This design comes from an exercise in tuning for small area on the open sky130 flow, not from production work.
The RTL was checked by simulation tests, not by an equivalence proof against the original design.
Power is estimated from default activity; no workload was simulated.

== run A ==
==> flow/design.v (excerpt) <==
module branch_predictor_bht #(
  parameter int DATA_WIDTH = 32,
  parameter int INDEX_BITS = 6,
  parameter int TAG_BITS   = 8,
  parameter int CNT_WIDTH  = 16
) (
  input  logic                  clk,
  input  logic                  rst,
  input  logic [DATA_WIDTH-1:0] IF_PC,
  output logic                  IF_Predict_Taken,
  output logic [DATA_WIDTH-1:0] IF_Predict_Target,
  input  logic                  EX_Update_en,
  input  logic                  EX_Is_Jump,
  input  logic [DATA_WIDTH-1:0] EX_PC,
  input  logic                  EX_Taken,
  input  logic [DATA_WIDTH-1:0] EX_Target,
  input  logic                  EX_Predict_Taken,
  output logic                  EX_Mispredict,
  output logic [CNT_WIDTH-1:0]  Stat_Branches,
  output logic [CNT_WIDTH-1:0]  Stat_Mispredicts
);
make LEC_CHECK=0 CAP_MARGIN=20 CORE_MARGIN=2 CORE_UTILIZATION=30 SLEW_MARGIN=20 finish   # period 8.0 ns
run.sh (not shown) runs the stock make flow with config.mk's settings and CLKGATE_MAP_FILE= SYNTH_SCRIPT=/design/flow/synth_recipe.tcl, a recipe that flattens the netlist after the stock synthesis.
STATUS run=run A STAGES=ALL_DONE FINAL_CHECKS=FAILED CAUSE=negative setup slack
Modified inputs, run B compared to run A
- putting CTS_CLUSTER_SIZE at 13 where nothing was set
- putting SETUP_SLACK_MARGIN at 0.5 where nothing was set
- swapping 30 for 50 in CORE_UTILIZATION
- putting CTS_BUF_LIST at sky130_fd_sc_hd__clkbuf_8 where nothing was set
- putting CTS_CLUSTER_DIAMETER at 100 where nothing was set
==> flow/flow/run.sh (new file) <==
#!/bin/bash
# The standard layout (standard.sh) with three changes:
#  - synthesis maps the logic with an area-oriented ABC script (flow/abc_map.script) in
#    place of ORFS's abc_speed.script; buffering and sizing are left to the placer's repair;
#  - the largest buffers are added to the platform's don't-use list, so the resizer repairs
#    high-fanout nets with smaller buffers;
#  - every port is still buffered, with buf_2 in place of the delay cell buffer_ports picks.
# Registers, their names and cell types are those of the standard synthesis: only the ABC
# step, which runs after flip-flop mapping, differs.
set -euo pipefail
here=$(pwd)
rm -rf "$here/scripts"
cp -r "$FLOW_HOME/scripts" "$here/scripts"
cp "$here/flow/abc_map.script" "$here/scripts/abc_speed.script"
export SCRIPTS_DIR="$here/scripts"
plat=$(make -s -C "$FLOW_HOME" DESIGN_CONFIG="$here/config.mk" WORK_HOME="$here/orfs_query" print-DONT_USE_CELLS 2> "$here/dont_use_query.log" | sed -n 's/^DONT_USE_CELLS[ :=]*//p')
[[ -n "$plat" ]] || { echo "no platform DONT_USE_CELLS" >&2; exit 1; }
big="sky130_fd_sc_hd__buf_8 sky130_fd_sc_hd__buf_12 sky130_fd_sc_hd__buf_16 sky130_fd_sc_hd__bufbuf_8 sky130_fd_sc_hd__bufbuf_16 sky130_fd_sc_hd__bufinv_8 sky130_fd_sc_hd__bufinv_16"
echo "DONT_USE_CELLS=$plat $big" > "$here/dont_use.txt"
bash standard.sh "DONT_USE_CELLS=$plat $big" "BUFFER_PORTS_ARGS=-buffer_cell sky130_fd_sc_hd__buf_2" finish > standard.log 2>&1
==> flow/flow/abc_map.script (new file) <==
&get -n
&st
&dch -f
&nf -F 4 -A 4
&st
&syn2
&dch -f
&nf -F 4 -A 4
&st
&dch -f
&nf -F 4 -A 4
&put
==> flow/standard.sh (new file) <==
#!/bin/bash
# synth_recipe.tcl (not shown) runs the flow's synth.tcl, then flattens the netlist and writes it again
# the make line also repeats each setting of config.mk as NAME=value (left out here)
make -C /OpenROAD-flow-scripts/flow DESIGN_CONFIG=/design/flow/config.mk WORK_HOME=/design/flow/orfs CLKGATE_MAP_FILE= SYNTH_SCRIPT=/design/flow/synth_recipe.tcl "${@:-finish}"
removed: flow/run.sh
[summary]
Run comparison: run B termination of the worst setup path IF_Predict_Target[14]; run A termination of the worst setup path IF_Predict_Target[12]. Looking at critical path's slowest cell, the sky130_fd_sc_hd__clkdlybuf4s50_1 result is from run A; the sky130_fd_sc_hd__nand4_1 one comes from run B. Per the comparison of run B with run A, relative contribution of the clock network to total power -13 points; proportion of power drawn by combinational gates saw a decrease; fraction of power spent switching nets went up 0.47 points. Run B: all stages complete, timing, DRC and antenna checks passed. Although it ran to completion, run A produced a layout that fails the final checks because of negative setup slack.
The following lists how run C was set up differently from run B:
-- flow/flow/run.sh --
<<< run B, line 6
#    high-fanout nets with smaller buffers;
#  - every port is still buffered, with buf_2 in place of the delay cell buffer_ports picks.
# Registers, their names and cell types are those of the standard synthesis: only the ABC
>>> run C, line 6
#    high-fanout nets with smaller buffers;
#  - every port is still buffered, with buf_1 in place of the delay cell buffer_ports picks.
# Registers, their names and cell types are those of the standard synthesis: only the ABC
<<< run B, line 19
echo "DONT_USE_CELLS=$plat $big" > "$here/dont_use.txt"
bash standard.sh "DONT_USE_CELLS=$plat $big" "BUFFER_PORTS_ARGS=-buffer_cell sky130_fd_sc_hd__buf_2" finish > standard.log 2>&1
>>> run C, line 19
echo "DONT_USE_CELLS=$plat $big" > "$here/dont_use.txt"
bash standard.sh "DONT_USE_CELLS=$plat $big" "BUFFER_PORTS_ARGS=-buffer_cell sky130_fd_sc_hd__buf_1" finish > standard.log 2>&1
-- flow/flow/abc_map.script --
<<< run B, line 12
&put
>>> run C, line 12
&put
mfs3 -a
==> comparison <==
- Run C never completed; the flow aborted with a tool error in synthesis.

afterwards: timing with drivers on the ports:
The flow's constraints put no driver on any port. The routed layouts listed below were extracted and timed again, unchanged, in two steps. Step 1 sets driving cells, clkbuf_16 on the clock port and buf_2 on the other inputs (assumed; they add their load-dependent delay and slew). Step 2, shift: input delay + t, output delay - t, t = (earliest + latest rising clock arrival at the registers) / 2. This alone moves slack from input paths to output paths. Slacks: no drivers / after step 1 / after step 2; pairs: no drivers / after step 1.
| run | t (ns) | setup slack, ns | clock arrival spread, ns | worst register clock-pin slew, ns |
|---|---|---|---|---|
| run A | 1.044 | -0.064 / -0.094 / -0.455 | 0.083 / 0.084 | 0.07 / 0.07 |
| run B | 1.188 | 0.239 / 0.112 / -0.692 | 0.064 / 0.064 | 0.12 / 0.12 |
With both steps, setup timing fails in run B, where it was met with ideal ports. For run B, which loses most, drivers alone change the setup slack by -0.127 ns; drivers and shift together by -0.931 ns.
